Source: an optimization exercise on an open RTL-to-GDS flow (aim: small area, a short achievable clock period and few clock cycles per item). Production flows keep margins and buffers that such runs may drop.
Only simulation tests tie the RTL to the original design; equivalence was not proved.
Power figures rest on the tool's default switching activity, not on a simulated workload.

==> inputs of ember <==
Design pi_speed_controller_with_position_core, start of the top module:
module pi_speed_controller_with_position_core #(
    parameter int GEAR_MODULUS   = pisc_pkg::GEAR_MODULUS_DEF,
    parameter int INTEGRAL_LIMIT = pisc_pkg::INTEGRAL_LIMIT_DEF
) (
    input  logic                          i_clk,
    input  logic                          i_rst_n,
    input  logic                          i_s_tvalid,
    output logic                          o_s_tready,
    input  logic [pisc_pkg::IN_W-1:0]     i_s_tdata,
    output logic                          o_m_tvalid,
    input  logic                          i_m_tready,
    output logic [pisc_pkg::OUT_W-1:0]    o_m_tdata,
    input  logic                          psel,
    input  logic                          penable,
    input  logic                          pwrite,
    input  logic [pisc_pkg::APB_AW-1:0]   paddr,
    input  logic [pisc_pkg::APB_DW-1:0]   pwdata,
    output logic [pisc_pkg::APB_DW-1:0]   prdata,
    output logic                          pready
);
Settings: LEC_CHECK=0, CAP_MARGIN=20, CORE_MARGIN=2, CORE_UTILIZATION=40, SETUP_SLACK_MARGIN=5, SLEW_MARGIN=20; clock period 10.0 ns.
run.sh (not shown) runs the stock make flow with config.mk's settings and CLKGATE_MAP_FILE= SYNTH_SCRIPT=/design/flow/synth_recipe.tcl, a recipe that flattens the netlist after the stock synthesis.
==> tundra (differences from ember) <==
--- a/flow/design.v
+++ b/flow/design.v
@@ -146,22 +146,16 @@
             3'd4:    w_nib = r_per[3:0];
             3'd3:    w_nib = 4'd0;
             3'd2:    w_nib = 4'd1;
             default: w_nib = 4'd8;
         endcase
     end
     assign w_dv = {r_rem, w_nib};
-    always_comb begin
-        logic [15:0] ge;
-        ge[0] = 1'b1;
-        for (int j = 1; j < 16; j++) ge[j] = (w_dv >= 9'(25 * j));
-        w_qd = '0;
-        for (int j = 1; j < 16; j++) if (ge[j]) w_qd = 4'(j);
-    end
-    assign w_rd = 5'(w_dv - {w_qd, 4'b0} - {w_qd, 3'b0} - {5'b0, w_qd});
+    assign w_qd = 4'(w_dv / 9'd25);
+    assign w_rd = 5'(w_dv - 9'(w_qd) * 9'd25);
     always_ff @(posedge i_clk) begin
         if (!i_rst_n) begin
             r_wcnt <= 3'd0;
             r_w    <= W_RST;
         end else if (w_cfg_wr && paddr[3:2] == 2'd2) begin
             r_wcnt <= 3'd6;
         end else if (w_busy) begin
@@ -202,28 +196,26 @@
     assign w_delta = $signed(i_s_tdata[15:0]);
     assign w_dbl   = {8'd0, i_s_tdata[23:16], 1'b0};
     assign w_d17   = {i_s_tdata[15], i_s_tdata[15:0]};
     assign w_err   = i_s_tdata[24] ? (w_dbl + w_d17) : (w_dbl - w_d17);
     logic [16:0] r_err1, r_err2, r_err3;
     logic [15:0] r_d1, r_d2, r_d3;
     logic [2:0]  r_f1, r_f2, r_f3;        
-    logic        w_err_ovf;
-    logic [21:0] w_pi;
-    logic [21:0] w_pp;
-    logic signed [12:0] r_pi2, r_pp2;
-    assign w_err_ovf = !(&r_err1[16:12]) && (|r_err1[16:12]);
-    assign w_pi = $signed(r_err1[12:0]) * $signed({1'b0, r_ki});
-    assign w_pp = $signed(r_err1[12:0]) * $signed({1'b0, r_kp});
-    function automatic logic [12:0] sat13(input logic [21:0] p, input logic eovf,
-                                          input logic sgn);
-        if (eovf || (!(&p[21:12]) && (|p[21:12])))
-            sat13 = sgn ? 13'h1000 : 13'h0FFF;
-        else
-            sat13 = p[12:0];
+    function automatic logic signed [12:0] sat13(input logic signed [21:0] x);
+        if (x > 22'sd4095)       sat13 = 13'sd4095;
+        else if (x < -22'sd4096) sat13 = -13'sd4096;
+        else                     sat13 = x[12:0];
     endfunction
+    logic signed [12:0] w_errc;
+    logic signed [21:0] w_pi;
+    logic signed [21:0] w_pp;
+    logic signed [12:0] r_pi2, r_pp2;
+    assign w_errc = sat13({{5{r_err1[16]}}, r_err1});
+    assign w_pi   = w_errc * $signed({1'b0, r_ki});
+    assign w_pp   = w_errc * $signed({1'b0, r_kp});
     logic [11:0]        r_integ;
     logic [6:0]         r_duty3;
     logic signed [13:0] w_s;
     logic signed [13:0] w_sa;
     logic signed [13:0] w_sum;
     logic [11:0]        w_integ;
     logic [6:0]         w_duty;
@@ -277,16 +269,16 @@
         if (w_adv) begin
             r_err1 <= w_err;
             r_d1   <= i_s_tdata[15:0];
             r_f1   <= i_s_tdata[27:25];
             r_err2 <= r_err1;
             r_d2   <= r_d1;
             r_f2   <= r_f1;
-            r_pi2  <= sat13(w_pi, w_err_ovf && (r_ki != 8'd0), r_err1[16]);
-            r_pp2  <= sat13(w_pp, w_err_ovf && (r_kp != 8'd0), r_err1[16]);
+            r_pi2  <= sat13(w_pi);
+            r_pp2  <= sat13(w_pp);
             r_err3  <= r_err2;
             r_d3    <= r_d2;
             r_f3    <= r_f2;
             r_duty3 <= w_duty;
             r_err     <= r_err3;
             r_duty    <= r_duty3;
             r_cmp     <= w_cmpx[29:14];
SETUP_SLACK_MARGIN = default   (was 5)
==> summary of the runs <==
Against ember, the synthesized cell count of tundra is smaller by about 1.5%.
Between ember and tundra, the lower hold slack is in tundra (gap 0.00082 ns).
In area after synthesis, tundra and ember hardly differ.
Via count: tundra is lower than ember (5.2%).
In tundra the sequential power is larger than in ember, by about 7%.
Against ember, the clock skew of tundra is higher by 0.0048 ns.
Between ember and tundra, the lower sequential share of layout area is in ember (gap 1.3 points).
Power: tundra is larger than ember (about 12%).
==> figures <==
quantity	ember	tundra
Area of combinational cells with multiple inputs	21700 µm²	20900 µm²
Maximum single-stage delay on the critical path	0.59 ns	0.68 ns
Layout Nets	4373	4204
Via Count	25000	23700
Fin area	38400 µm²	36200 µm²
Num CTS Buffers	45	42
Portion of the post-synthesis area used by sequential elements	27.8%	27.8%
Maximum VDD drop	0.111 mV	0.253 mV
Crit path buf inv count	4	3
Met2 layer wire length in the routed design	40400 µm	36600 µm
Power in combinational cells	2060 µW	2780 µW
Clock network share of area	4.08%	3.83%
Avg Inst Size Synth	9.10 µm²	9.26 µm²
Layout fillers	7479	7601
Post-CTS setup buffer count	100	0
Run status	finished clean	finished clean
Detailed-route wire length	83500 µm	75600 µm
Testbench counts of ember, summed over its fixed seeds: cycles 2,080, items 2,048.
Testbench counts of tundra, summed over its fixed seeds: cycles 2,080, items 2,048.

---

==> wip/indigo <==
pi_speed_controller_with_position_core, a different RTL version from the one above (not shown whole).
clock: 10.0 ns
lec_check: 0
cap_margin: 20
core_margin: 2
core_utilization: 40
setup_slack_margin: 3.5
slew_margin: 20
==> wip/delta (differences from wip/indigo) <==
--- a/flow/config.mk
+++ b/flow/config.mk
@@ -9,4 +9,4 @@
 export CORE_MARGIN = 2
 export CORE_UTILIZATION = 40
-export SETUP_SLACK_MARGIN = 3.5
+export SETUP_SLACK_MARGIN = 5
 export SLEW_MARGIN = 20
==> notes.md <==
status=finished clean; Multi-input gate area=~19000 sq um; min-delay src=r_d2[11]; CTS resizes=roughly 260; vias=roughly 22000; Power, Total=between 6 and 7 mW; Total Routing Usage GR=a little over a fifth
the above is filed under wip/delta

==> notes.md <==
status=finished clean; CTS resizes=21; fin crit share=63.2%; vias=about 21000; Multi-input gate area=about 18000 sq um; unrepaired setup endpoints after global routing=yes; Total Routing Usage GR=a little under a fifth; Power, Total=5.64 mW
the above is filed under wip/indigo

Testbench counts of wip/indigo, summed over its fixed seeds: cycles 2,080, items 2,048.
Testbench counts of wip/delta, summed over its fixed seeds: cycles 2,080, items 2,048.

---

==> run a: inputs <==
pi_speed_controller_with_position_core, a different RTL version from the one above (not shown whole).
Settings: LEC_CHECK=0, CAP_MARGIN=20, CORE_MARGIN=2, CORE_UTILIZATION=60, SETUP_SLACK_MARGIN=4.5, SLEW_MARGIN=20; clock period 10.0 ns.
standard.sh (not shown) runs the stock make flow with config.mk's settings and CLKGATE_MAP_FILE= SYNTH_SCRIPT=/design/flow/synth_recipe.tcl, a recipe that flattens the netlist after the stock synthesis.
==> flow/flow/run.sh <==
#!/bin/bash
# The standard layout, with plain buf_2 cells as the port buffers (the
# standard flow's buffer_ports picks a slow delay cell for them).
set -euo pipefail
export BUFFER_PORTS_ARGS="-buffer_cell sky130_fd_sc_hd__buf_2"
bash standard.sh > standard.log 2>&1
==> run b: changes against run a <==
--- a/flow/design.v
+++ b/flow/design.v
@@ -251,21 +251,19 @@
     logic [29:0] w_cmpx;
     logic [31:0] w_d32;
     logic [13:0] w_gnew;
     pisc_mul_u24u7 u_mul_cmp (.i_a(r_w), .i_b(r_duty3), .o_p(w_cmpx));
     assign w_d32  = {{16{r_d3[15]}}, r_d3};
     logic [9:0]        w_glo;
     logic signed [7:0] w_ghs;
     logic [4:0]        w_ghi;
-    logic [16:0] w_gsum;
-    pisc_sk17 u_add_gear (.i_a({3'b000, r_gear}), .i_b({r_d3[15], r_d3}), .i_c(1'b0),
-                          .o_s(w_gsum), .o_c());
-    assign w_glo = {1'b0, w_gsum[8:0]};
-    assign w_ghs = $signed(w_gsum[16:9]);
+    assign w_glo = {1'b0, r_gear[8:0]} + {1'b0, r_d3[8:0]};
+    assign w_ghs = $signed({3'b000, r_gear[13:9]}) + $signed(r_d3[15:9])
+                 + $signed({7'd0, w_glo[9]});
     always_comb begin
         if (w_ghs >= 8'sd75)       w_ghi = 5'(w_ghs - 8'sd75);
         else if (w_ghs >= 8'sd50)  w_ghi = 5'(w_ghs - 8'sd50);
         else if (w_ghs >= 8'sd25)  w_ghi = 5'(w_ghs - 8'sd25);
         else if (w_ghs >= 8'sd0)   w_ghi = 5'(w_ghs);
         else if (w_ghs >= -8'sd25) w_ghi = 5'(w_ghs + 8'sd25);
         else if (w_ghs >= -8'sd50) w_ghi = 5'(w_ghs + 8'sd50);
         else                       w_ghi = 5'(w_ghs + 8'sd75);
@@ -2479,194 +2477,16 @@
     assign o_s[11] = p0[11] ^ g_10_1;
     assign o_s[12] = p0[12] ^ g_11_3;
     assign o_s[13] = p0[13] ^ g_12_1;
     assign o_s[14] = p0[14] ^ g_13_2;
     assign o_s[15] = p0[15] ^ g_14_1;
     assign o_s[16] = p0[16] ^ g_15_4;
     assign o_c = g_16_1;
 endmodule
-module pisc_sk17 (
-    input  logic [16:0] i_a,
-    input  logic [16:0] i_b,
-    input  logic i_c,
-    output logic [16:0] o_s,
-    output logic o_c
-);
-    logic [16:0] p0;
-    assign p0 = i_a ^ i_b;
-    logic g_0_0, p_0_0;
-    assign g_0_0 = (i_a[0] & i_b[0]) | (p0[0] & i_c);
-    assign p_0_0 = 1'b0;
-    logic g_1_0, p_1_0;
-    assign g_1_0 = i_a[1] & i_b[1];
-    assign p_1_0 = p0[1];
-    logic g_2_0, p_2_0;
-    assign g_2_0 = i_a[2] & i_b[2];
-    assign p_2_0 = p0[2];
-    logic g_3_0, p_3_0;
-    assign g_3_0 = i_a[3] & i_b[3];
-    assign p_3_0 = p0[3];
-    logic g_4_0, p_4_0;
-    assign g_4_0 = i_a[4] & i_b[4];
-    assign p_4_0 = p0[4];
-    logic g_5_0, p_5_0;
-    assign g_5_0 = i_a[5] & i_b[5];
-    assign p_5_0 = p0[5];
-    logic g_6_0, p_6_0;
-    assign g_6_0 = i_a[6] & i_b[6];
-    assign p_6_0 = p0[6];
-    logic g_7_0, p_7_0;
-    assign g_7_0 = i_a[7] & i_b[7];
-    assign p_7_0 = p0[7];
-    logic g_8_0, p_8_0;
-    assign g_8_0 = i_a[8] & i_b[8];
-    assign p_8_0 = p0[8];
-    logic g_9_0, p_9_0;
-    assign g_9_0 = i_a[9] & i_b[9];
-    assign p_9_0 = p0[9];
-    logic g_10_0, p_10_0;
-    assign g_10_0 = i_a[10] & i_b[10];
-    assign p_10_0 = p0[10];
-    logic g_11_0, p_11_0;
-    assign g_11_0 = i_a[11] & i_b[11];
-    assign p_11_0 = p0[11];
-    logic g_12_0, p_12_0;
-    assign g_12_0 = i_a[12] & i_b[12];
-    assign p_12_0 = p0[12];
-    logic g_13_0, p_13_0;
-    assign g_13_0 = i_a[13] & i_b[13];
-    assign p_13_0 = p0[13];
-    logic g_14_0, p_14_0;
-    assign g_14_0 = i_a[14] & i_b[14];
-    assign p_14_0 = p0[14];
-    logic g_15_0, p_15_0;
-    assign g_15_0 = i_a[15] & i_b[15];
-    assign p_15_0 = p0[15];
-    logic g_16_0, p_16_0;
-    assign g_16_0 = i_a[16] & i_b[16];
-    assign p_16_0 = p0[16];
-    logic g_1_1, p_1_1;
-    assign g_1_1 = g_1_0 | (p_1_0 & g_0_0);
-    assign p_1_1 = p_1_0 & p_0_0;
-    logic g_3_1, p_3_1;
-    assign g_3_1 = g_3_0 | (p_3_0 & g_2_0);
-    assign p_3_1 = p_3_0 & p_2_0;
-    logic g_5_1, p_5_1;
-    assign g_5_1 = g_5_0 | (p_5_0 & g_4_0);
-    assign p_5_1 = p_5_0 & p_4_0;
-    logic g_7_1, p_7_1;
-    assign g_7_1 = g_7_0 | (p_7_0 & g_6_0);
-    assign p_7_1 = p_7_0 & p_6_0;
-    logic g_9_1, p_9_1;
-    assign g_9_1 = g_9_0 | (p_9_0 & g_8_0);
-    assign p_9_1 = p_9_0 & p_8_0;
-    logic g_11_1, p_11_1;
-    assign g_11_1 = g_11_0 | (p_11_0 & g_10_0);
-    assign p_11_1 = p_11_0 & p_10_0;
-    logic g_13_1, p_13_1;
-    assign g_13_1 = g_13_0 | (p_13_0 & g_12_0);
-    assign p_13_1 = p_13_0 & p_12_0;
-    logic g_15_1, p_15_1;
-    assign g_15_1 = g_15_0 | (p_15_0 & g_14_0);
-    assign p_15_1 = p_15_0 & p_14_0;
-    logic g_2_1, p_2_1;
-    assign g_2_1 = g_2_0 | (p_2_0 & g_1_1);
-    assign p_2_1 = p_2_0 & p_1_1;
-    logic g_3_2, p_3_2;
-    assign g_3_2 = g_3_1 | (p_3_1 & g_1_1);
-    assign p_3_2 = p_3_1 & p_1_1;
-    logic g_6_1, p_6_1;
-    assign g_6_1 = g_6_0 | (p_6_0 & g_5_1);
-    assign p_6_1 = p_6_0 & p_5_1;
-    logic g_7_2, p_7_2;
-    assign g_7_2 = g_7_1 | (p_7_1 & g_5_1);
-    assign p_7_2 = p_7_1 & p_5_1;
-    logic g_10_1, p_10_1;
-    assign g_10_1 = g_10_0 | (p_10_0 & g_9_1);
-    assign p_10_1 = p_10_0 & p_9_1;
-    logic g_11_2, p_11_2;
-    assign g_11_2 = g_11_1 | (p_11_1 & g_9_1);
-    assign p_11_2 = p_11_1 & p_9_1;
-    logic g_14_1, p_14_1;
-    assign g_14_1 = g_14_0 | (p_14_0 & g_13_1);
-    assign p_14_1 = p_14_0 & p_13_1;
-    logic g_15_2, p_15_2;
-    assign g_15_2 = g_15_1 | (p_15_1 & g_13_1);
-    assign p_15_2 = p_15_1 & p_13_1;
-    logic g_4_1, p_4_1;
-    assign g_4_1 = g_4_0 | (p_4_0 & g_3_2);
-    assign p_4_1 = p_4_0 & p_3_2;
-    logic g_5_2, p_5_2;
-    assign g_5_2 = g_5_1 | (p_5_1 & g_3_2);
-    assign p_5_2 = p_5_1 & p_3_2;
-    logic g_6_2, p_6_2;
-    assign g_6_2 = g_6_1 | (p_6_1 & g_3_2);
-    assign p_6_2 = p_6_1 & p_3_2;
-    logic g_7_3, p_7_3;
-    assign g_7_3 = g_7_2 | (p_7_2 & g_3_2);
-    assign p_7_3 = p_7_2 & p_3_2;
-    logic g_12_1, p_12_1;
-    assign g_12_1 = g_12_0 | (p_12_0 & g_11_2);
-    assign p_12_1 = p_12_0 & p_11_2;
-    logic g_13_2, p_13_2;
-    assign g_13_2 = g_13_1 | (p_13_1 & g_11_2);
-    assign p_13_2 = p_13_1 & p_11_2;
-    logic g_14_2, p_14_2;
-    assign g_14_2 = g_14_1 | (p_14_1 & g_11_2);
-    assign p_14_2 = p_14_1 & p_11_2;
-    logic g_15_3, p_15_3;
-    assign g_15_3 = g_15_2 | (p_15_2 & g_11_2);
-    assign p_15_3 = p_15_2 & p_11_2;
-    logic g_8_1, p_8_1;
-    assign g_8_1 = g_8_0 | (p_8_0 & g_7_3);
-    assign p_8_1 = p_8_0 & p_7_3;
-    logic g_9_2, p_9_2;
-    assign g_9_2 = g_9_1 | (p_9_1 & g_7_3);
-    assign p_9_2 = p_9_1 & p_7_3;
-    logic g_10_2, p_10_2;
-    assign g_10_2 = g_10_1 | (p_10_1 & g_7_3);
-    assign p_10_2 = p_10_1 & p_7_3;
-    logic g_11_3, p_11_3;
-    assign g_11_3 = g_11_2 | (p_11_2 & g_7_3);
-    assign p_11_3 = p_11_2 & p_7_3;
-    logic g_12_2, p_12_2;
-    assign g_12_2 = g_12_1 | (p_12_1 & g_7_3);
-    assign p_12_2 = p_12_1 & p_7_3;
-    logic g_13_3, p_13_3;
-    assign g_13_3 = g_13_2 | (p_13_2 & g_7_3);
-    assign p_13_3 = p_13_2 & p_7_3;
-    logic g_14_3, p_14_3;
-    assign g_14_3 = g_14_2 | (p_14_2 & g_7_3);
-    assign p_14_3 = p_14_2 & p_7_3;
-    logic g_15_4, p_15_4;
-    assign g_15_4 = g_15_3 | (p_15_3 & g_7_3);
-    assign p_15_4 = p_15_3 & p_7_3;
-    logic g_16_1, p_16_1;
-    assign g_16_1 = g_16_0 | (p_16_0 & g_15_4);
-    assign p_16_1 = p_16_0 & p_15_4;
-    assign o_s[0] = p0[0] ^ i_c;
-    assign o_s[1] = p0[1] ^ g_0_0;
-    assign o_s[2] = p0[2] ^ g_1_1;
-    assign o_s[3] = p0[3] ^ g_2_1;
-    assign o_s[4] = p0[4] ^ g_3_2;
-    assign o_s[5] = p0[5] ^ g_4_1;
-    assign o_s[6] = p0[6] ^ g_5_2;
-    assign o_s[7] = p0[7] ^ g_6_2;
-    assign o_s[8] = p0[8] ^ g_7_3;
-    assign o_s[9] = p0[9] ^ g_8_1;
-    assign o_s[10] = p0[10] ^ g_9_2;
-    assign o_s[11] = p0[11] ^ g_10_2;
-    assign o_s[12] = p0[12] ^ g_11_3;
-    assign o_s[13] = p0[13] ^ g_12_2;
-    assign o_s[14] = p0[14] ^ g_13_3;
-    assign o_s[15] = p0[15] ^ g_14_3;
-    assign o_s[16] = p0[16] ^ g_15_4;
-    assign o_c = g_16_1;
-endmodule
 module pisc_sk14 (
     input  logic [13:0] i_a,
     input  logic [13:0] i_b,
     input  logic i_c,
     output logic [13:0] o_s,
     output logic o_c
 );
     logic [13:0] p0;
- SETUP_SLACK_MARGIN: 4.5 -> 4.0
==> run c: changes against run a <==
--- a/flow/design.v
+++ b/flow/design.v
@@ -202,18 +202,18 @@
     assign w_dbl   = {8'd0, i_s_tdata[23:16], 1'b0};
     assign w_d17   = {i_s_tdata[15], i_s_tdata[15:0]};
     pisc_bk17 u_add_err (.i_a(w_dbl), .i_b(w_d17 ^ {17{!i_s_tdata[24]}}),
                          .i_c(!i_s_tdata[24]), .o_s(w_err), .o_c());
     logic [16:0] r_err1, r_err2, r_err3;
     logic [15:0] r_d1, r_d2, r_d3;
     logic [2:0]  r_f1, r_f2, r_f3;        
     logic        w_err_ovf;
-    logic [12:0] w_pim, w_ppm;
-    logic [12:0] r_pim2, r_ppm2;
+    logic [11:0] w_pim, w_ppm;
+    logic [11:0] r_pim2, r_ppm2;
     assign w_err_ovf = !(&r_err1[16:12]) && (|r_err1[16:12]);
     pisc_mul_sat u_mul_pi (.i_e(r_err1[11:0]), .i_s(r_err1[16]), .i_k(r_ki), .o_m(w_pim));
     pisc_mul_sat u_mul_pp (.i_e(r_err1[11:0]), .i_s(r_err1[16]), .i_k(r_kp), .o_m(w_ppm));
     logic [11:0] r_integ;
     logic [6:0]  r_duty3;
     logic        w_sgn2;
     logic [13:0] w_pi14, w_pp14;
     logic [13:0] w_s;
@@ -222,36 +222,36 @@
     logic [13:0] w_ca_s, w_ca_m, w_ca_c, w_suma, w_sumb;
     logic [6:0]  w_duty_a, w_duty_b, w_duty_c, w_duty;
     function automatic logic [6:0] duty_of(input logic [13:0] sum);
         if (sum[13])                     duty_of = 7'd0;
         else if (sum >= 14'd3200)        duty_of = 7'd100;
         else                             duty_of = sum[11:5];
     endfunction
     assign w_sgn2 = r_err2[16];
-    assign w_pi14 = {1'b0, r_pim2} ^ {14{w_sgn2}};
-    assign w_pp14 = {1'b0, r_ppm2} ^ {14{w_sgn2}};
+    assign w_pi14 = {2'b00, r_pim2} ^ {14{w_sgn2}};
+    assign w_pp14 = {2'b00, r_ppm2} ^ {14{w_sgn2}};
     pisc_sk14 u_add_int (.i_a({2'b00, r_integ}), .i_b(w_pi14), .i_c(w_sgn2),
                          .o_s(w_s), .o_c());
     assign w_s_neg = w_s[13];
     assign w_s_big = !w_s[13] && (w_s >= 14'd3200);
     always_comb begin
         if (w_s_neg)      w_integ = 12'd0;
         else if (w_s_big) w_integ = 12'd3200;
         else              w_integ = w_s[11:0];
     end
     assign w_ca_s = {2'b00, r_integ} ^ w_pi14 ^ w_pp14;
     assign w_ca_m = ({2'b00, r_integ} & w_pi14) | ({2'b00, r_integ} & w_pp14)
                   | (w_pi14 & w_pp14);
     assign w_ca_c = {w_ca_m[12:0], w_sgn2};
     pisc_sk14 u_add_sa (.i_a(w_ca_s), .i_b(w_ca_c), .i_c(w_sgn2), .o_s(w_suma), .o_c());
     assign w_duty_a = duty_of(w_suma);
-    assign w_sumb   = 14'd3200 - {1'b0, r_ppm2};
+    assign w_sumb   = 14'd3200 - {2'b00, r_ppm2};
     assign w_duty_b = w_sgn2 ? duty_of(w_sumb) : 7'd100;
-    assign w_duty_c = w_sgn2 ? 7'd0 : ((r_ppm2 >= 13'd3200) ? 7'd100 : r_ppm2[11:5]);
+    assign w_duty_c = w_sgn2 ? 7'd0 : ((r_ppm2 >= 12'd3200) ? 7'd100 : r_ppm2[11:5]);
     assign w_duty = w_s_neg ? w_duty_c : (w_s_big ? w_duty_b : w_duty_a);
     logic [29:0] w_cmpx;
     logic [31:0] w_d32;
     logic [13:0] w_gnew;
     pisc_mul_u24u7 u_mul_cmp (.i_a(r_w), .i_b(r_duty3), .o_p(w_cmpx));
     assign w_d32  = {{16{r_d3[15]}}, r_d3};
     logic [9:0]        w_glo;
     logic signed [7:0] w_ghs;
@@ -287,18 +287,18 @@
     always_ff @(posedge i_clk) begin
         if (w_adv) begin
             r_err1 <= {w_err[16:12], w_err[11:0] ^ {12{w_err[16]}}};
             r_d1   <= i_s_tdata[15:0];
             r_f1   <= i_s_tdata[27:25];
             r_err2 <= r_err1;
             r_d2   <= r_d1;
             r_f2   <= r_f1;
-            r_pim2 <= (w_err_ovf && (r_ki != 8'd0)) ? 13'd4096 : w_pim;
-            r_ppm2 <= (w_err_ovf && (r_kp != 8'd0)) ? 13'd4096 : w_ppm;
+            r_pim2 <= (w_err_ovf && (r_ki != 8'd0)) ? 12'd4095 : w_pim;
+            r_ppm2 <= (w_err_ovf && (r_kp != 8'd0)) ? 12'd4095 : w_ppm;
             r_err3  <= r_err2;
             r_d3    <= r_d2;
             r_f3    <= r_f2;
             r_duty3 <= w_duty;
             r_err     <= {r_err3[16:12], r_err3[11:0] ^ {12{r_err3[16]}}};
             r_duty    <= r_duty3;
             r_cmp     <= w_cmpx[29:14];
             r_integ_o <= r_integ;
@@ -325,17 +325,17 @@
     assign o_m_tvalid = r_vo;
     assign o_m_tdata  = {6'd0, r_gear, r_segment, r_travel, r_integ_o,
                          r_err, r_cmp, r_duty};
 endmodule
 module pisc_mul_sat (
     input  logic [11:0] i_e,
     input  logic i_s,
     input  logic [7:0] i_k,
-    output logic [12:0] o_m
+    output logic [11:0] o_m
 );
     logic ex_0;
     logic ex_1;
     logic ex_2;
     logic ex_3;
     logic ex_4;
     logic ex_5;
     logic ex_6;
@@ -791,17 +791,17 @@
                  m32 |
                  m34 |
                  m36 |
                  m68 |
                  m70 |
                  m90 |
                  m112 |
                  fc;
-    assign o_m = ovf ? 13'd4096 : {1'b0, fs};
+    assign o_m = ovf ? 12'd4095 : fs;
 endmodule
 module pisc_mul_u24u7 (
     input  logic [23:0] i_a,
     input  logic [6:0] i_b,
     output logic [29:0] o_p
 );
     logic pp_0_0;
     logic pp_0_1;
==> flow/flow/run.sh (replaced) <==
#!/bin/bash
# The standard layout, with plain buf_1 cells as the port buffers (the
# standard flow's buffer_ports picks a slow delay cell for them).
set -euo pipefail
export BUFFER_PORTS_ARGS="-buffer_cell sky130_fd_sc_hd__buf_1"
bash standard.sh > standard.log 2>&1
- CTS_BUF_LIST: default -> sky130_fd_sc_hd__clkbuf_16
- CTS_CLUSTER_DIAMETER: default -> 80
- CTS_CLUSTER_SIZE: default -> 20
- SETUP_SLACK_MARGIN: 4.5 -> 5.0
==> run d: changes against run a <==
--- a/flow/design.v
+++ b/flow/design.v
@@ -251,21 +251,19 @@
     logic [29:0] w_cmpx;
     logic [31:0] w_d32;
     logic [13:0] w_gnew;
     pisc_mul_u24u7 u_mul_cmp (.i_a(r_w), .i_b(r_duty3), .o_p(w_cmpx));
     assign w_d32  = {{16{r_d3[15]}}, r_d3};
     logic [9:0]        w_glo;
     logic signed [7:0] w_ghs;
     logic [4:0]        w_ghi;
-    logic [16:0] w_gsum;
-    pisc_sk17 u_add_gear (.i_a({3'b000, r_gear}), .i_b({r_d3[15], r_d3}), .i_c(1'b0),
-                          .o_s(w_gsum), .o_c());
-    assign w_glo = {1'b0, w_gsum[8:0]};
-    assign w_ghs = $signed(w_gsum[16:9]);
+    assign w_glo = {1'b0, r_gear[8:0]} + {1'b0, r_d3[8:0]};
+    assign w_ghs = $signed({3'b000, r_gear[13:9]}) + $signed(r_d3[15:9])
+                 + $signed({7'd0, w_glo[9]});
     always_comb begin
         if (w_ghs >= 8'sd75)       w_ghi = 5'(w_ghs - 8'sd75);
         else if (w_ghs >= 8'sd50)  w_ghi = 5'(w_ghs - 8'sd50);
         else if (w_ghs >= 8'sd25)  w_ghi = 5'(w_ghs - 8'sd25);
         else if (w_ghs >= 8'sd0)   w_ghi = 5'(w_ghs);
         else if (w_ghs >= -8'sd25) w_ghi = 5'(w_ghs + 8'sd25);
         else if (w_ghs >= -8'sd50) w_ghi = 5'(w_ghs + 8'sd50);
         else                       w_ghi = 5'(w_ghs + 8'sd75);
@@ -2479,194 +2477,16 @@
     assign o_s[11] = p0[11] ^ g_10_1;
     assign o_s[12] = p0[12] ^ g_11_3;
     assign o_s[13] = p0[13] ^ g_12_1;
     assign o_s[14] = p0[14] ^ g_13_2;
     assign o_s[15] = p0[15] ^ g_14_1;
     assign o_s[16] = p0[16] ^ g_15_4;
     assign o_c = g_16_1;
 endmodule
-module pisc_sk17 (
-    input  logic [16:0] i_a,
-    input  logic [16:0] i_b,
-    input  logic i_c,
-    output logic [16:0] o_s,
-    output logic o_c
-);
-    logic [16:0] p0;
-    assign p0 = i_a ^ i_b;
-    logic g_0_0, p_0_0;
-    assign g_0_0 = (i_a[0] & i_b[0]) | (p0[0] & i_c);
-    assign p_0_0 = 1'b0;
-    logic g_1_0, p_1_0;
-    assign g_1_0 = i_a[1] & i_b[1];
-    assign p_1_0 = p0[1];
-    logic g_2_0, p_2_0;
-    assign g_2_0 = i_a[2] & i_b[2];
-    assign p_2_0 = p0[2];
-    logic g_3_0, p_3_0;
-    assign g_3_0 = i_a[3] & i_b[3];
-    assign p_3_0 = p0[3];
-    logic g_4_0, p_4_0;
-    assign g_4_0 = i_a[4] & i_b[4];
-    assign p_4_0 = p0[4];
-    logic g_5_0, p_5_0;
-    assign g_5_0 = i_a[5] & i_b[5];
-    assign p_5_0 = p0[5];
-    logic g_6_0, p_6_0;
-    assign g_6_0 = i_a[6] & i_b[6];
-    assign p_6_0 = p0[6];
-    logic g_7_0, p_7_0;
-    assign g_7_0 = i_a[7] & i_b[7];
-    assign p_7_0 = p0[7];
-    logic g_8_0, p_8_0;
-    assign g_8_0 = i_a[8] & i_b[8];
-    assign p_8_0 = p0[8];
-    logic g_9_0, p_9_0;
-    assign g_9_0 = i_a[9] & i_b[9];
-    assign p_9_0 = p0[9];
-    logic g_10_0, p_10_0;
-    assign g_10_0 = i_a[10] & i_b[10];
-    assign p_10_0 = p0[10];
-    logic g_11_0, p_11_0;
-    assign g_11_0 = i_a[11] & i_b[11];
-    assign p_11_0 = p0[11];
-    logic g_12_0, p_12_0;
-    assign g_12_0 = i_a[12] & i_b[12];
-    assign p_12_0 = p0[12];
-    logic g_13_0, p_13_0;
-    assign g_13_0 = i_a[13] & i_b[13];
-    assign p_13_0 = p0[13];
-    logic g_14_0, p_14_0;
-    assign g_14_0 = i_a[14] & i_b[14];
-    assign p_14_0 = p0[14];
-    logic g_15_0, p_15_0;
-    assign g_15_0 = i_a[15] & i_b[15];
-    assign p_15_0 = p0[15];
-    logic g_16_0, p_16_0;
-    assign g_16_0 = i_a[16] & i_b[16];
-    assign p_16_0 = p0[16];
-    logic g_1_1, p_1_1;
-    assign g_1_1 = g_1_0 | (p_1_0 & g_0_0);
-    assign p_1_1 = p_1_0 & p_0_0;
-    logic g_3_1, p_3_1;
-    assign g_3_1 = g_3_0 | (p_3_0 & g_2_0);
-    assign p_3_1 = p_3_0 & p_2_0;
-    logic g_5_1, p_5_1;
-    assign g_5_1 = g_5_0 | (p_5_0 & g_4_0);
-    assign p_5_1 = p_5_0 & p_4_0;
-    logic g_7_1, p_7_1;
-    assign g_7_1 = g_7_0 | (p_7_0 & g_6_0);
-    assign p_7_1 = p_7_0 & p_6_0;
-    logic g_9_1, p_9_1;
-    assign g_9_1 = g_9_0 | (p_9_0 & g_8_0);
-    assign p_9_1 = p_9_0 & p_8_0;
-    logic g_11_1, p_11_1;
-    assign g_11_1 = g_11_0 | (p_11_0 & g_10_0);
-    assign p_11_1 = p_11_0 & p_10_0;
-    logic g_13_1, p_13_1;
-    assign g_13_1 = g_13_0 | (p_13_0 & g_12_0);
-    assign p_13_1 = p_13_0 & p_12_0;
-    logic g_15_1, p_15_1;
-    assign g_15_1 = g_15_0 | (p_15_0 & g_14_0);
-    assign p_15_1 = p_15_0 & p_14_0;
-    logic g_2_1, p_2_1;
-    assign g_2_1 = g_2_0 | (p_2_0 & g_1_1);
-    assign p_2_1 = p_2_0 & p_1_1;
-    logic g_3_2, p_3_2;
-    assign g_3_2 = g_3_1 | (p_3_1 & g_1_1);
-    assign p_3_2 = p_3_1 & p_1_1;
-    logic g_6_1, p_6_1;
-    assign g_6_1 = g_6_0 | (p_6_0 & g_5_1);
-    assign p_6_1 = p_6_0 & p_5_1;
-    logic g_7_2, p_7_2;
-    assign g_7_2 = g_7_1 | (p_7_1 & g_5_1);
-    assign p_7_2 = p_7_1 & p_5_1;
-    logic g_10_1, p_10_1;
-    assign g_10_1 = g_10_0 | (p_10_0 & g_9_1);
-    assign p_10_1 = p_10_0 & p_9_1;
-    logic g_11_2, p_11_2;
-    assign g_11_2 = g_11_1 | (p_11_1 & g_9_1);
-    assign p_11_2 = p_11_1 & p_9_1;
-    logic g_14_1, p_14_1;
-    assign g_14_1 = g_14_0 | (p_14_0 & g_13_1);
-    assign p_14_1 = p_14_0 & p_13_1;
-    logic g_15_2, p_15_2;
-    assign g_15_2 = g_15_1 | (p_15_1 & g_13_1);
-    assign p_15_2 = p_15_1 & p_13_1;
-    logic g_4_1, p_4_1;
-    assign g_4_1 = g_4_0 | (p_4_0 & g_3_2);
-    assign p_4_1 = p_4_0 & p_3_2;
-    logic g_5_2, p_5_2;
-    assign g_5_2 = g_5_1 | (p_5_1 & g_3_2);
-    assign p_5_2 = p_5_1 & p_3_2;
-    logic g_6_2, p_6_2;
-    assign g_6_2 = g_6_1 | (p_6_1 & g_3_2);
-    assign p_6_2 = p_6_1 & p_3_2;
-    logic g_7_3, p_7_3;
-    assign g_7_3 = g_7_2 | (p_7_2 & g_3_2);
-    assign p_7_3 = p_7_2 & p_3_2;
-    logic g_12_1, p_12_1;
-    assign g_12_1 = g_12_0 | (p_12_0 & g_11_2);
-    assign p_12_1 = p_12_0 & p_11_2;
-    logic g_13_2, p_13_2;
-    assign g_13_2 = g_13_1 | (p_13_1 & g_11_2);
-    assign p_13_2 = p_13_1 & p_11_2;
-    logic g_14_2, p_14_2;
-    assign g_14_2 = g_14_1 | (p_14_1 & g_11_2);
-    assign p_14_2 = p_14_1 & p_11_2;
-    logic g_15_3, p_15_3;
-    assign g_15_3 = g_15_2 | (p_15_2 & g_11_2);
-    assign p_15_3 = p_15_2 & p_11_2;
-    logic g_8_1, p_8_1;
-    assign g_8_1 = g_8_0 | (p_8_0 & g_7_3);
-    assign p_8_1 = p_8_0 & p_7_3;
-    logic g_9_2, p_9_2;
-    assign g_9_2 = g_9_1 | (p_9_1 & g_7_3);
-    assign p_9_2 = p_9_1 & p_7_3;
-    logic g_10_2, p_10_2;
-    assign g_10_2 = g_10_1 | (p_10_1 & g_7_3);
-    assign p_10_2 = p_10_1 & p_7_3;
-    logic g_11_3, p_11_3;
-    assign g_11_3 = g_11_2 | (p_11_2 & g_7_3);
-    assign p_11_3 = p_11_2 & p_7_3;
-    logic g_12_2, p_12_2;
-    assign g_12_2 = g_12_1 | (p_12_1 & g_7_3);
-    assign p_12_2 = p_12_1 & p_7_3;
-    logic g_13_3, p_13_3;
-    assign g_13_3 = g_13_2 | (p_13_2 & g_7_3);
-    assign p_13_3 = p_13_2 & p_7_3;
-    logic g_14_3, p_14_3;
-    assign g_14_3 = g_14_2 | (p_14_2 & g_7_3);
-    assign p_14_3 = p_14_2 & p_7_3;
-    logic g_15_4, p_15_4;
-    assign g_15_4 = g_15_3 | (p_15_3 & g_7_3);
-    assign p_15_4 = p_15_3 & p_7_3;
-    logic g_16_1, p_16_1;
-    assign g_16_1 = g_16_0 | (p_16_0 & g_15_4);
-    assign p_16_1 = p_16_0 & p_15_4;
-    assign o_s[0] = p0[0] ^ i_c;
-    assign o_s[1] = p0[1] ^ g_0_0;
-    assign o_s[2] = p0[2] ^ g_1_1;
-    assign o_s[3] = p0[3] ^ g_2_1;
-    assign o_s[4] = p0[4] ^ g_3_2;
-    assign o_s[5] = p0[5] ^ g_4_1;
-    assign o_s[6] = p0[6] ^ g_5_2;
-    assign o_s[7] = p0[7] ^ g_6_2;
-    assign o_s[8] = p0[8] ^ g_7_3;
-    assign o_s[9] = p0[9] ^ g_8_1;
-    assign o_s[10] = p0[10] ^ g_9_2;
-    assign o_s[11] = p0[11] ^ g_10_2;
-    assign o_s[12] = p0[12] ^ g_11_3;
-    assign o_s[13] = p0[13] ^ g_12_2;
-    assign o_s[14] = p0[14] ^ g_13_3;
-    assign o_s[15] = p0[15] ^ g_14_3;
-    assign o_s[16] = p0[16] ^ g_15_4;
-    assign o_c = g_16_1;
-endmodule
 module pisc_sk14 (
     input  logic [13:0] i_a,
     input  logic [13:0] i_b,
     input  logic i_c,
     output logic [13:0] o_s,
     output logic o_c
 );
     logic [13:0] p0;
- CORE_UTILIZATION: 60 -> 40
- SETUP_SLACK_MARGIN: 4.5 -> 3.5
==> summary of the runs <==
Against run a, the clock skew of run c is higher by 0.012 ns. In run b the cell area is lower than in run c, by 0.67%. Routed wire length, highest first: run d, run a, run c, run b. Sequential share of layout area: run b > run c > run a > run d. Die area: run c is lower than run a (about 1.1%). Total power: run d > run a > run b > run c. Between run a and run b, the lower clock power is in run b (gap about 10%, measured against run b). Against run c, the global-route usage of run d is lower by 8.5 points. Utilization: run a > run c > run b > run d. Of run b and run c, run b has the higher synthesized cell count (gap 0.99%, measured against run c).
==> figures <==
                                                                                    run b                    run a                    run d                    run c
Multi-input combinational area share                                                0.570                    0.566                    0.558                    0.576
Total number of nets in the final design                                             3522                     3585                     3526                     3552
Hold EP                                                                r_d3[14]$_DFFE_PN_        r_d2[4]$_DFFE_PN_      r_err3[1]$_DFFE_PN_        r_d2[7]$_DFFE_PN_
Capturing element of the worst setup path                             r_cmp[14]$_DFFE_PN_      r_cmp[15]$_DFFE_PN_      r_cmp[14]$_DFFE_PN_      r_cmp[15]$_DFFE_PN_
Met1 Resource Use GR                                                                0.358                    0.369                    0.238                    0.371
Share of cell area taken by flip-flops and latches                                  0.290                    0.285                    0.284                    0.286
Wire length after detailed routing                                                63.8 mm                  67.6 mm                  68.4 mm                  66.6 mm
Antenna violations before repair                                                        0                        6                        4                        1
Die Height                                                                         221 µm                   222 µm                   270 µm                   221 µm
CP max stage delay                                                                0.62 ns                  0.54 ns                  0.87 ns                  0.49 ns
Overall power                                                                     5.34 mW                  5.47 mW                  5.54 mW                  5.06 mW
Number of instances in the synthesized netlist                                       2843                     2884                     2843                     2815
Power in sequential cells                                                         2.06 mW                  2.03 mW                  2.07 mW                  2.00 mW
Distinct cell type count of the synthesized netlist                                    81                       85                       81                       95
Result of the run                                                 complete, no violations  complete, no violations  complete, no violations  complete, no violations
Final clock period utilization by the worst path                                    0.567                    0.538                    0.587                    0.536
Switching power                                                                   1.94 mW                  1.95 mW                  2.02 mW                  1.92 mW
Wire length on met3                                                               3.10 mm                  3.90 mm                  3.20 mm                  2.83 mm
Number of placed instances with taps included                                        3542                     3593                     3876                     3513
Place WS                                                                          4.13 ns                  4.12 ns                  4.07 ns                  4.00 ns
Number of DRC markers after the initial detailed-route iteration                     1192                     1225                     1127                     1369
Testbench counts of run a, summed over its fixed seeds: cycles 2,080, items 2,048.
Testbench counts of run b, summed over its fixed seeds: cycles 2,080, items 2,048.
Testbench counts of run c, summed over its fixed seeds: cycles 2,080, items 2,048.
Testbench counts of run d, summed over its fixed seeds: cycles 2,080, items 2,048.

[static timing again, ports no longer ideal]
How much do the figures lean on ideal ports? The routed layouts below were timed once more, with nothing changed but the port constraints. Step 1 sets driving cells, clkbuf_16 on the clock port and buf_2 on the other inputs (assumed; they add their load-dependent delay and slew). Step 2 also shifts input and output timing later by t, the mid clock arrival at the registers, as if the neighbouring blocks saw the same clock. Three values: no drivers, after step 1, after step 2; two values: the first two.
run | t (ns) | setup slack, ns | latest minus earliest clock arrival (ns)
ember | 0.633 | 4.240 / 4.240 / 4.240 | 0.016 / 0.016
tundra | 0.643 | 2.085 / 2.085 / 2.085 | 0.024 / 0.025
wip/indigo | 0.627 | 3.681 / 3.675 / 3.675 | 0.015 / 0.015
wip/delta | 0.645 | 3.885 / 3.885 / 3.885 | 0.046 / 0.047
run a | 0.647 | 4.616 / 4.616 / 4.388 | 0.021 / 0.021
run b | 0.628 | 4.330 / 4.330 / 4.330 | 0.042 / 0.042
run c | 0.652 | 4.635 / 4.635 / 4.631 | 0.032 / 0.032
run d | 0.657 | 4.131 / 4.131 / 4.131 | 0.027 / 0.026
After both steps every run listed still meets setup and hold. For run a, which loses most, drivers alone change the setup slack by 0.000 ns; drivers and shift together by -0.228 ns.
